Background: an optimization exercise with open tools, aiming at small area, a short achievable clock period and few clock cycles per item. Do not read the settings as production practice.
The RTL was checked by simulation tests, not by an equivalence proof against the original design.
Power figures rest on the tool's default switching activity, not on a simulated workload.

Design npu_requant, start of the top module:
module npu_requant #(
  localparam int M_LEN  = 32,
  localparam int S_LEN  = 32,
  localparam int SH_LEN = 5
) (
  input  logic              clk_i,
  input  logic              rstn_i,
  input  logic              clear_i,
  input  logic [M_LEN-1:0]  acc_i,
  input  logic [S_LEN-1:0]  mult_i,
  input  logic [SH_LEN-1:0] shift_i,
  input  logic              valid_i,
  output logic              ready_o,
  output logic [M_LEN-1:0]  data_o,
  output logic              valid_o,
  input  logic              ready_i
);
clock: 10.0 ns
lec_check: 0
cap_margin: 5
core_margin: 2
core_utilization: 65
cts_buf_list: sky130_fd_sc_hd__clkbuf_8
setup_slack_margin: 5
slew_margin: 5
synth_hierarchical: 1
synth_minimum_keep_size: 0
standard.sh (not shown) runs the stock make flow with config.mk's settings and CLKGATE_MAP_FILE= SYNTH_SCRIPT=/design/flow/synth_recipe.tcl, a recipe that flattens the netlist after the stock synthesis.
==> flow/flow/run.sh <==
#!/bin/bash
# The standard ORFS layout (standard.sh) with different repair settings:
#   SETUP_SLACK_MARGIN=5.7 "BUFFER_PORTS_ARGS=-buffer_cell sky130_fd_sc_hd__buf_1" "CTS_ARGS=-sink_clustering_enable -repair_clock_nets -buf_list sky130_fd_sc_hd__clkbuf_8 -dont_use_dummy_load -sink_clustering_size 12 -sink_clustering_max_diameter 100"
# All of the flow's output goes to standard.log; ORFS keeps each step's log under orfs/logs.
set -euo pipefail
bash standard.sh SETUP_SLACK_MARGIN=5.7 "BUFFER_PORTS_ARGS=-buffer_cell sky130_fd_sc_hd__buf_1" "CTS_ARGS=-sink_clustering_enable -repair_clock_nets -buf_list sky130_fd_sc_hd__clkbuf_8 -dont_use_dummy_load -sink_clustering_size 12 -sink_clustering_max_diameter 100" finish > standard.log 2>&1
Testbench counts at the start, summed over its fixed seeds: cycles 8,012, items 8,000.
Rerun with:
==> flow/flow/run.sh (replaced) <==
#!/bin/bash
# The standard ORFS layout (standard.sh) with different repair settings:
#   SETUP_SLACK_MARGIN=5.7 "BUFFER_PORTS_ARGS=-buffer_cell sky130_fd_sc_hd__buf_1" "CTS_ARGS=-sink_clustering_enable -repair_clock_nets -buf_list sky130_fd_sc_hd__clkbuf_8 -dont_use_dummy_load"
# All of the flow's output goes to standard.log; ORFS keeps each step's log under orfs/logs.
set -euo pipefail
bash standard.sh SETUP_SLACK_MARGIN=5.7 "BUFFER_PORTS_ARGS=-buffer_cell sky130_fd_sc_hd__buf_1" "CTS_ARGS=-sink_clustering_enable -repair_clock_nets -buf_list sky130_fd_sc_hd__clkbuf_8 -dont_use_dummy_load" finish > standard.log 2>&1
--- a/flow/config.mk
+++ b/flow/config.mk
@@ -8,6 +8,7 @@
 export CAP_MARGIN = 5
 export CORE_MARGIN = 2
-export CORE_UTILIZATION = 65
+export CORE_UTILIZATION = 60
 export CTS_BUF_LIST = sky130_fd_sc_hd__clkbuf_8
+export GPL_TIMING_DRIVEN = 0
 export SETUP_SLACK_MARGIN = 5
 export SLEW_MARGIN = 5
=>
- The changed run finished clean
- non-clock buffer count grows by 271
- cell area grows by 16%
- global-route usage grows by 2.8 points
- clock-buffer cell count grows by 20
- fmax shrinks by 12%
- clock skew shrinks by 7.6 ps
- routed wire length grows by 25%
- worst setup slack loses 590 ps
Rerun with:
==> flow/flow/run.sh (replaced) <==
#!/bin/bash
# The standard ORFS layout (standard.sh) with different repair settings:
#   SETUP_SLACK_MARGIN=5.7 "BUFFER_PORTS_ARGS=-buffer_cell sky130_fd_sc_hd__buf_1" "CTS_ARGS=-sink_clustering_enable -repair_clock_nets -buf_list sky130_fd_sc_hd__clkbuf_8 -dont_use_dummy_load -sink_clustering_size 16 -sink_clustering_max_diameter 110"
# All of the flow's output goes to standard.log; ORFS keeps each step's log under orfs/logs.
set -euo pipefail
bash standard.sh SETUP_SLACK_MARGIN=5.7 "BUFFER_PORTS_ARGS=-buffer_cell sky130_fd_sc_hd__buf_1" "CTS_ARGS=-sink_clustering_enable -repair_clock_nets -buf_list sky130_fd_sc_hd__clkbuf_8 -dont_use_dummy_load -sink_clustering_size 16 -sink_clustering_max_diameter 110" finish > standard.log 2>&1
--- a/flow/config.mk
+++ b/flow/config.mk
@@ -10,5 +10,4 @@
 export CORE_UTILIZATION = 60
 export CTS_BUF_LIST = sky130_fd_sc_hd__clkbuf_8
-export GPL_TIMING_DRIVEN = 0
 export SETUP_SLACK_MARGIN = 5
 export SLEW_MARGIN = 5
Effect:
- worst setup slack is better by 600 ps
- fmax went up by 14%
- power went down by 5.4%
- cell count went down by 7.6%
- sequential power went down by about 2%
- synthesized area does not change
- clock skew went up by 8.7 ps
- utilization went down by 10 points
- wire length went down by 18%
- clock-buffer cell count went down by 24
- combinational power went down by about 4%
Rerun with:
==> flow/flow/run.sh (replaced) <==
#!/bin/bash
# The standard ORFS layout (standard.sh) with different repair settings:
#   SETUP_SLACK_MARGIN=5.75 "BUFFER_PORTS_ARGS=-buffer_cell sky130_fd_sc_hd__buf_1" "CTS_ARGS=-sink_clustering_enable -repair_clock_nets -buf_list sky130_fd_sc_hd__clkbuf_8 -dont_use_dummy_load -sink_clustering_size 12 -sink_clustering_max_diameter 100"
# All of the flow's output goes to standard.log; ORFS keeps each step's log under orfs/logs.
set -euo pipefail
bash standard.sh SETUP_SLACK_MARGIN=5.75 "BUFFER_PORTS_ARGS=-buffer_cell sky130_fd_sc_hd__buf_1" "CTS_ARGS=-sink_clustering_enable -repair_clock_nets -buf_list sky130_fd_sc_hd__clkbuf_8 -dont_use_dummy_load -sink_clustering_size 12 -sink_clustering_max_diameter 100" finish > standard.log 2>&1
--- a/flow/config.mk
+++ b/flow/config.mk
@@ -8,5 +8,5 @@
 export CAP_MARGIN = 5
 export CORE_MARGIN = 2
-export CORE_UTILIZATION = 60
+export CORE_UTILIZATION = 65
 export CTS_BUF_LIST = sky130_fd_sc_hd__clkbuf_8
 export SETUP_SLACK_MARGIN = 5
Via count rose by 1.5%.
Flip-flop and latch count stays the same.
Worst setup slack gains 23 ps.
Core utilization is higher by 5.9 points.
Wire length falls by 0.58%.
Rerun with:
==> flow/flow/run.sh (replaced) <==
#!/bin/bash
# The standard ORFS layout (standard.sh) with different repair settings:
#   SETUP_SLACK_MARGIN=5.7 SKIP_GATE_CLONING=1 "BUFFER_PORTS_ARGS=-buffer_cell sky130_fd_sc_hd__buf_1" "CTS_ARGS=-sink_clustering_enable -repair_clock_nets -buf_list sky130_fd_sc_hd__clkbuf_8 -dont_use_dummy_load -sink_clustering_size 12 -sink_clustering_max_diameter 100"
# All of the flow's output goes to standard.log; ORFS keeps each step's log under orfs/logs.
set -euo pipefail
bash standard.sh SETUP_SLACK_MARGIN=5.7 SKIP_GATE_CLONING=1 "BUFFER_PORTS_ARGS=-buffer_cell sky130_fd_sc_hd__buf_1" "CTS_ARGS=-sink_clustering_enable -repair_clock_nets -buf_list sky130_fd_sc_hd__clkbuf_8 -dont_use_dummy_load -sink_clustering_size 12 -sink_clustering_max_diameter 100" finish > standard.log 2>&1
Outcome: Count of clock-buffer cells in the layout is unchanged. Area after synthesis stays the same. Cell area fell by 1.9%. Die area does not change. Sequential share of layout area grows by 0.39 points. Routed wire length came out lower by 2.2%. Setup slack got worse by 26 ps. Utilization went down by 1.4 points. Clock skew increases by 19 ps.

port drivers added, routing unchanged:
In the flow no input, the clock included, has a driving cell. The finished layouts below were timed again as built, in two steps. Step 1, drivers: a clkbuf_16 drives clk_i and a buf_2 each remaining input, both assumed. Step 2 times the ports against the registers' clock, not the clock port: input delays grow and output delays shrink by t, the midpoint of the rising clock arrivals with the driver on. Slacks: ideal / step 1 / step 2; pairs: ideal / step 1.
run | t (ns) | setup slack, ns | clock arrival spread, ns | slew at the worst register clock pin (ns) | worst slew at a driven data input, ns
the first run | 0.686 | 5.712 / 5.672 / 5.672 | 0.047 / 0.047 | 0.10 / 0.10 | 0.05
the second run | 0.686 | 5.119 / 5.119 / 5.119 | 0.040 / 0.040 | 0.07 / 0.07 | 0.07
the third run | 0.637 | 5.716 / 5.716 / 5.399 | 0.049 / 0.049 | 0.12 / 0.12 | 0.05
the fourth run | 0.661 | 5.738 / 5.611 / 5.610 | 0.033 / 0.033 | 0.10 / 0.10 | 0.19
the fifth run | 0.686 | 5.712 / 5.672 / 5.672 | 0.047 / 0.047 | 0.10 / 0.10 | 0.05
After both steps setup and hold are still met in every run listed. The setup slack of the third run, which loses most, moves by 0.000 ns with the drivers and by -0.317 ns with both steps.
